What follows belongs to an exercise in optimizing a design on an open flow for small area, a short achievable clock period and few clock cycles per item; a production flow would make more cautious choices. The RTL was checked by simulation tests, not by an equivalence proof against the original design.

Setup of JK:
==> flow/design.v (excerpt) <==
module variable_adjust_chain_alu
(
    input  logic                clk,
    input  logic                rst_n,
    input  logic                in_valid,
    output logic                in_ready,
    input  logic [173:0]        in_data_bits,
    output logic                out_valid,
    input  logic                out_ready,
    output logic [32:0]         out_data_bits
);
Size in the first run: ~3200 cells after synthesis, ~210 I/O pins, roughly 0.024 mm² of cells after synthesis.
Settings: LEC_CHECK=0, CAP_MARGIN=20, CORE_MARGIN=2, CORE_UTILIZATION=40, PLACE_DENSITY=0.6, SETUP_SLACK_MARGIN=2.5, SLEW_MARGIN=20; clock period 7.0 ns.
run.sh (not shown) runs the stock make flow with config.mk's settings and CLKGATE_MAP_FILE= SYNTH_SCRIPT=/design/flow/synth_recipe.tcl, a recipe that flattens the netlist after the stock synthesis.
JK | status: complete | timing, DRC, antenna: pass
Testbench counts of JK, summed over its fixed seeds: cycles 26,315, items 3,200.
The inputs of MS differ from those of JK as listed below.
--- a/flow/design.v
+++ b/flow/design.v
@@ -115,24 +115,25 @@
     begin
         a_val = acc_reg & msk;
         b_val = x_reg & msk;
         a_op  = csgn_q ? sext_size(a_val, byte_q, word_q) : a_val;
         b_op  = csgn_q ? sext_size(b_val, byte_q, word_q) : b_val;
         a_top = csgn_q & a_op[31];
         b_top = csgn_q & b_op[31];
     end
     logic [32:0] aux_sum;
     assign aux_sum = {a_top, a_op} + ({b_top, b_op} ^ {33{sub_q}}) + {32'd0, sub_q && !max_q};
-    logic        pick_a;
+    logic        pick_a, a_lt_b;
     logic [31:0] alu_res;
     always_comb
     begin
+        a_lt_b = aux_sum[32];
         pick_a = aux_sum[32] ^ max_q;
         case (op_reg)
             OP_ADD, OP_SUB:                     alu_res = aux_sum[31:0];
             OP_SMIN, OP_SMAX, OP_UMIN, OP_UMAX: alu_res = pick_a ? a_val : b_val;
             OP_AND:                             alu_res = a_val & b_val;
             OP_OR:                              alu_res = a_val | b_val;
             OP_XOR:                             alu_res = a_val ^ b_val;
             default:                            alu_res = b_val;
         endcase
     end
@@ -341,20 +342,25 @@
                 mul_reg   <= mul_q;
                 wrem_reg  <= rem_q || mul_q;
                 sgn_reg   <= sgn_q;
                 sd_reg    <= nd_s;
                 x_reg     <= a_op;
                 d_reg     <= ng_out;
                 if (mul_q)
                 begin
                     r_reg   <= 32'd0;
                     neg_reg <= 1'b0;
+                    if (a_lt_b)
+                    begin
+                        x_reg <= b_val;
+                        d_reg <= a_val;
+                    end
                 end
                 else if (b_zero)
                 begin
                     dz_reg  <= 1'b1;
                     r_reg   <= 32'd0;
                     x_reg   <= 32'd0;
                     neg_reg <= 1'b0;
                 end
             end
         end
### Flow results
MS finished end to end and its layout was clean on timing, DRC and antenna.
Clock tree cell share of total cell area in MS is 0.31 points below JK.
Count of clock-net buffers in the final layout delta for MS relative to JK: 1 lower
[compare] base=JK new=MS: latest clock arrival within the worst-skew pair shows an increase of 0.02 ns; pin count of the biggest net entering global routing shows a reduction of about 40%.
Compared with JK, MS shows routed wire length higher by 17000 µm.
Against JK, MS reports a clock period minus worst slack that is lower.
Number of distinct standard cells referenced by the synthesized netlist delta for MS relative to JK: 1 higher
Re height of the die: MS is about 3% up on JK.
Compared MS vs JK, and multi-input combinational cell area is up in MS.
Testbench counts of MS, summed over its fixed seeds: cycles 24,984, items 3,200.


The RTL this note starts from:
==> flow/design.v <==
`timescale 1ns / 1ps
package vaca_pkg;
    localparam logic [1:0] ADJ_NONE = 2'd0;
    localparam logic [1:0] ADJ_DIV  = 2'd1;
    localparam logic [1:0] ADJ_MOD  = 2'd2;
    localparam logic [1:0] ADJ_ADD  = 2'd3;
    localparam logic [3:0] OP_ADD   = 4'd0;
    localparam logic [3:0] OP_SUB   = 4'd1;
    localparam logic [3:0] OP_SMIN  = 4'd2;
    localparam logic [3:0] OP_SMAX  = 4'd3;
    localparam logic [3:0] OP_UMIN  = 4'd4;
    localparam logic [3:0] OP_UMAX  = 4'd5;
    localparam logic [3:0] OP_SDIV  = 4'd6;
    localparam logic [3:0] OP_SMOD  = 4'd7;
    localparam logic [3:0] OP_UDIV  = 4'd8;
    localparam logic [3:0] OP_UMOD  = 4'd9;
    localparam logic [3:0] OP_MUL   = 4'd10;
    localparam logic [3:0] OP_AND   = 4'd11;
    localparam logic [3:0] OP_OR    = 4'd12;
    localparam logic [3:0] OP_XOR   = 4'd13;
    localparam logic [1:0] SZ_BYTE  = 2'd0;
    localparam logic [1:0] SZ_WORD  = 2'd1;
    localparam int S_ADD   = 0;    
    localparam int S_ALIGN = 1;    
    localparam int S_ITER  = 2;    
    localparam int S_FIX   = 3;    
    localparam int S_ALU   = 4;    
    localparam int S_SHL   = 5;    
endpackage
`timescale 1ns / 1ps
import vaca_pkg::*;
module variable_adjust_chain_alu
(
    input  logic                clk,
    input  logic                rst_n,
    input  logic                in_valid,
    output logic                in_ready,
    input  logic [173:0]        in_data_bits,
    output logic                out_valid,
    input  logic                out_ready,
    output logic [32:0]         out_data_bits
);
    logic [31:0] f_value, f_mask, f_add, f_divmod, f_start;
    logic [4:0]  f_shift;
    logic [1:0]  f_kind, f_size;
    logic [3:0]  f_op;
    logic        f_chain;
    assign {f_value, f_shift, f_mask, f_add, f_divmod, f_kind, f_op, f_size, f_chain, f_start} = in_data_bits;
    logic [5:0]  state_reg, state_next;
    logic [31:0] acc_reg;
    logic        outv_reg;
    logic [31:0] out_r_reg;
    logic        out_dz_reg;
    logic [31:0] x_reg, r_reg, d_reg;
    logic [3:0]  op_reg;
    logic [4:0]  cnt_reg;
    logic        neg_reg, wrem_reg, phase_reg, mul_reg, dz_reg, sd_reg, sgn_reg;
    logic        byte_q, word_q, kdiv_q, kmod_q;
    logic        div_q, sgn_q, rem_q, mul_q, max_q, csgn_q, sub_q;
    assign out_valid     = outv_reg;
    assign out_data_bits = {out_r_reg, out_dz_reg};
    logic s_idle, s_add, s_align, s_iter, s_fix, s_alu, s_shl;
    assign s_add   = state_reg[S_ADD];
    assign s_align = state_reg[S_ALIGN];
    assign s_iter  = state_reg[S_ITER];
    assign s_fix   = state_reg[S_FIX];
    assign s_alu   = state_reg[S_ALU];
    assign s_shl   = state_reg[S_SHL];
    assign s_idle  = (state_reg == 6'd0);
    function logic [31:0] sext_size(input logic [31:0] v, input logic is_byte, input logic is_word);
        logic [31:0] s;
        if (is_byte)
            s = {{24{v[7]}}, v[7:0]};
        else if (is_word)
            s = {{16{v[15]}}, v[15:0]};
        else
            s = v;
        sext_size = s;
    endfunction
    function logic [31:0] cneg(input logic [31:0] v, input logic s);
        logic [31:0] y;
        logic        seen;
        seen = 1'b0;
        for (int i = 0; i < 32; i++)
        begin
            y[i] = v[i] ^ (s & seen);
            seen = seen | v[i];
        end
        cneg = y;
    endfunction
    function logic [5:0] lzc(input logic [31:0] v);
        logic [5:0] z;
        z = 6'd32;
        for (int i = 0; i < 32; i++)
            if (v[i]) z = 6'(31 - i);
        lzc = z;
    endfunction
    logic [31:0] msk;
    logic        narrow, op_simple;
    logic        is_final, out_free, accept, done;
    always_comb
    begin
        narrow    = byte_q || word_q;
        msk       = {{16{!narrow}}, {8{!byte_q}}, 8'hFF};
        op_simple = !div_q && !mul_q;
    end
    assign is_final = (s_alu && op_simple) || (s_fix && phase_reg);
    assign out_free = !outv_reg || out_ready;
    assign in_ready = s_idle || (is_final && !outv_reg);
    assign accept   = in_valid && in_ready;
    assign done     = is_final && out_free;
    logic [31:0] in_shifted;
    assign in_shifted = $signed(f_value) >>> f_shift;
    logic [31:0] a_val, b_val, a_op, b_op;
    logic        a_top, b_top;
    always_comb
    begin
        a_val = acc_reg & msk;
        b_val = x_reg & msk;
        a_op  = csgn_q ? sext_size(a_val, byte_q, word_q) : a_val;
        b_op  = csgn_q ? sext_size(b_val, byte_q, word_q) : b_val;
        a_top = csgn_q & a_op[31];
        b_top = csgn_q & b_op[31];
    end
    logic [32:0] aux_sum;
    assign aux_sum = {a_top, a_op} + ({b_top, b_op} ^ {33{sub_q}}) + {32'd0, sub_q && !max_q};
    logic        pick_a;
    logic [31:0] alu_res;
    always_comb
    begin
        pick_a = aux_sum[32] ^ max_q;
        case (op_reg)
            OP_ADD, OP_SUB:                     alu_res = aux_sum[31:0];
            OP_SMIN, OP_SMAX, OP_UMIN, OP_UMAX: alu_res = pick_a ? a_val : b_val;
            OP_AND:                             alu_res = a_val & b_val;
            OP_OR:                              alu_res = a_val | b_val;
            OP_XOR:                             alu_res = a_val ^ b_val;
            default:                            alu_res = b_val;
        endcase
    end
    logic [31:0] ng_in, ng_out, dext;
    logic        ng_s, nx_s, nd_s;
    always_comb
    begin
        dext = kdiv_q ? sext_size(d_reg, byte_q, word_q) : (d_reg & msk);
        nx_s = sgn_reg && x_reg[31];
        nd_s = s_alu ? b_top : (kdiv_q && dext[31]);
        if (s_add)
        begin
            ng_in = dext;
            ng_s  = nd_s;
        end
        else if (s_alu)
        begin
            ng_in = b_op;
            ng_s  = nd_s;
        end
        else if (s_fix)
        begin
            ng_in = wrem_reg ? r_reg : x_reg;
            ng_s  = neg_reg;
        end
        else
        begin
            ng_in = x_reg;
            ng_s  = nx_s;
        end
        ng_out = cneg(ng_in, ng_s);
    end
    logic [5:0]  lz_p, lz_n, lz_d, lz_x, k_full;
    logic        no_iter, d_zero;
    always_comb
    begin
        lz_p    = lzc(x_reg);
        lz_n    = lzc(~x_reg);
        lz_d    = lzc(d_reg);
        lz_x    = nx_s ? (lz_n - 6'd1) : lz_p;
        no_iter = (lz_x > lz_d);
        k_full  = lz_d - lz_x;
        d_zero  = (d_reg == 32'd0);
    end
    logic [31:0] m_add;
    logic [32:0] m_sum;
    logic        ge;
    always_comb
    begin
        m_add = mul_reg ? (x_reg & {32{d_reg[0] || s_add}}) : ~d_reg;
        m_sum = {1'b0, r_reg} + {1'b0, m_add} + {32'd0, !mul_reg};
        ge    = m_sum[32];
    end
    logic        b_zero;
    assign b_zero = (b_val == 32'd0);
    logic        take, iter_end;
    assign take     = accept;
    assign iter_end = mul_reg ? (d_reg[31:1] == 31'd0) : (cnt_reg == 5'd0);
    always_comb
    begin
        state_next = '0;
        if (s_idle || done)
        begin
            state_next[S_ADD] = take && (f_kind != ADJ_NONE);
            state_next[S_ALU] = take && (f_kind == ADJ_NONE);
        end
        else if (s_add)
        begin
            state_next[S_ALIGN] = kdiv_q || kmod_q;
            state_next[S_ALU]   = !(kdiv_q || kmod_q);
        end
        else if (s_align)
        begin
            state_next[S_FIX]  = d_zero || (no_iter && phase_reg);
            state_next[S_ALU]  = !d_zero && no_iter && !phase_reg;
            state_next[S_SHL]  = !d_zero && !no_iter;
        end
        else if (s_shl)
        begin
            state_next[S_ITER] = 1'b1;
        end
        else if (s_iter)
        begin
            state_next[S_ITER] = !iter_end;
            state_next[S_ALU]  = iter_end && !phase_reg && !wrem_reg && !neg_reg;
            state_next[S_FIX]  = iter_end && (phase_reg || wrem_reg || neg_reg);
        end
        else if (s_fix)
        begin
            state_next[S_ALU] = !phase_reg;
            state_next[S_FIX] = phase_reg;
        end
        else
        begin
            state_next[S_ITER]  = mul_q;
            state_next[S_FIX]   = div_q && b_zero;
            state_next[S_ALIGN] = div_q && !b_zero;
            state_next[S_ALU]   = op_simple;
        end
    end
    always_ff @(posedge clk or negedge rst_n)
    begin
        if (!rst_n)
            state_reg <= '0;
        else
            state_reg <= state_next;
    end
    logic [31:0] res_val;
    assign res_val = (s_fix ? ng_out : alu_res) & msk;
    always_ff @(posedge clk or negedge rst_n)
    begin
        if (!rst_n)
        begin
            acc_reg  <= 32'd0;
            outv_reg <= 1'b0;
        end
        else
        begin
            if (accept && f_chain)
                acc_reg <= f_start;
            else if (done)
                acc_reg <= res_val;
            if (done)
                outv_reg <= 1'b1;
            else if (out_ready)
                outv_reg <= 1'b0;
        end
    end
    always_ff @(posedge clk)
    begin
        if (done)
        begin
            out_r_reg  <= res_val;
            out_dz_reg <= dz_reg;
        end
    end
    always_ff @(posedge clk)
    begin
        if (in_ready)
        begin
            x_reg    <= in_shifted & f_mask;
            r_reg    <= sext_size(f_add, f_size == SZ_BYTE, f_size == SZ_WORD);
            d_reg    <= f_divmod;
            op_reg   <= f_op;
            byte_q   <= (f_size == SZ_BYTE);
            word_q   <= (f_size == SZ_WORD);
            kdiv_q   <= (f_kind == ADJ_DIV);
            kmod_q   <= (f_kind == ADJ_MOD);
            div_q    <= (f_op == OP_SDIV) || (f_op == OP_SMOD) || (f_op == OP_UDIV) || (f_op == OP_UMOD);
            sgn_q    <= (f_op == OP_SDIV) || (f_op == OP_SMOD);
            rem_q    <= (f_op == OP_SMOD) || (f_op == OP_UMOD);
            mul_q    <= (f_op == OP_MUL);
            max_q    <= (f_op == OP_SMAX) || (f_op == OP_UMAX);
            csgn_q   <= (f_op == OP_SMIN) || (f_op == OP_SMAX) || (f_op == OP_SDIV) || (f_op == OP_SMOD);
            sub_q    <= (f_op != OP_ADD);
            mul_reg  <= 1'b1;      
            dz_reg   <= 1'b0;
        end
        else
        begin
            if (s_add)
            begin
                x_reg     <= m_sum[31:0];
                d_reg     <= ng_out;
                sd_reg    <= nd_s;
                sgn_reg   <= kdiv_q || narrow;
                wrem_reg  <= kmod_q;
                phase_reg <= 1'b0;
                mul_reg   <= 1'b0;
            end
            if (s_align)
            begin
                if (d_zero || !(no_iter && wrem_reg && !phase_reg))
                    x_reg <= 32'd0;
                cnt_reg <= k_full[4:0];
                if (d_zero)
                begin
                    dz_reg  <= 1'b1;
                    r_reg   <= 32'd0;
                    neg_reg <= 1'b0;
                end
                else
                begin
                    r_reg   <= ng_out;
                    neg_reg <= wrem_reg ? nx_s : (nx_s ^ sd_reg);
                end
            end
            if (s_shl)
                d_reg <= d_reg << cnt_reg;
            if (s_iter)
            begin
                d_reg   <= {1'b0, d_reg[31:1]};
                cnt_reg <= cnt_reg - 5'd1;
                if (mul_reg)
                begin
                    r_reg <= m_sum[31:0];
                    x_reg <= {x_reg[30:0], 1'b0};
                end
                else
                begin
                    if (ge)
                        r_reg <= m_sum[31:0];
                    x_reg <= {x_reg[30:0], ge};
                end
            end
            if (s_fix && !phase_reg)
                x_reg <= ng_out;
            if (s_alu && !op_simple)
            begin
                phase_reg <= 1'b1;
                mul_reg   <= mul_q;
                wrem_reg  <= rem_q || mul_q;
                sgn_reg   <= sgn_q;
                sd_reg    <= nd_s;
                x_reg     <= a_op;
                d_reg     <= ng_out;
                if (mul_q)
                begin
                    r_reg   <= 32'd0;
                    neg_reg <= 1'b0;
                end
                else if (b_zero)
                begin
                    dz_reg  <= 1'b1;
                    r_reg   <= 32'd0;
                    x_reg   <= 32'd0;
                    neg_reg <= 1'b0;
                end
            end
        end
    end
endmodule
Settings: LEC_CHECK=0, CAP_MARGIN=20, CORE_MARGIN=2, CORE_UTILIZATION=40, PLACE_DENSITY=0.6, SETUP_SLACK_MARGIN=2.5, SLEW_MARGIN=20; clock period 7.0 ns.
The starting point went through all stages and came out clean.
Testbench counts at the start, summed over its fixed seeds: cycles 27,436, items 3,200.
Change:
--- a/flow/design.v
+++ b/flow/design.v
@@ -305,11 +305,11 @@
                 phase_reg <= 1'b0;
                 mul_reg   <= 1'b0;
             end
             if (s_align)
             begin
-                if (d_zero || !(no_iter && wrem_reg && !phase_reg))
+                if (!wrem_reg || phase_reg)
                     x_reg <= 32'd0;
                 cnt_reg <= k_full[4:0];
                 if (d_zero)
                 begin
                     dz_reg  <= 1'b1;
The new run passed the timing, design-rule and antenna checks.
Final area drops by 1.2%.
First-iteration DRC count drops by 4.3%.
Via count drops by 1.1%.
Clock skew barely changes.
Final cell count drops by 0.72%.
Synthesized area drops by 1.8%.
Testbench counts after the change, summed over its fixed seeds: cycles 27,436, items 3,200.

## afterwards: timing with drivers on the ports
The results above use ideal ports. As a check the final layouts listed here were re-extracted and re-timed, cells and wires unchanged. Step 1 assumes that a clkbuf_16 drives the clock port and a buf_2 every other input. Step 2 moves the port delays by t, midway between the first and last clock arrival at a register: inputs arrive t later, outputs are due t later. That takes back most of the time a late clock gives input paths. Slacks: ideal ports / drivers / drivers and shift; pairs: ideal ports / drivers.
run | t (ns) | slack for setup (ns) | hold slack, ns
JK | 0.577 | 1.818 / 1.818 / 1.817 | 0.466 / 0.466 / 0.466
MS | 0.601 | 1.828 / 1.828 / 1.828 | 0.517 / 0.517 / 0.517
the first run of note 2 | 0.593 | 2.414 / 2.390 / 2.414 | 0.580 / 0.580 / 0.580
the second run of note 2 | 0.585 | 2.315 / 2.315 / 2.315 | 0.537 / 0.537 / 0.537
After both steps every run listed still meets setup and hold. For JK, which loses most, drivers alone change the setup slack by 0.000 ns; drivers and shift together by -0.001 ns.
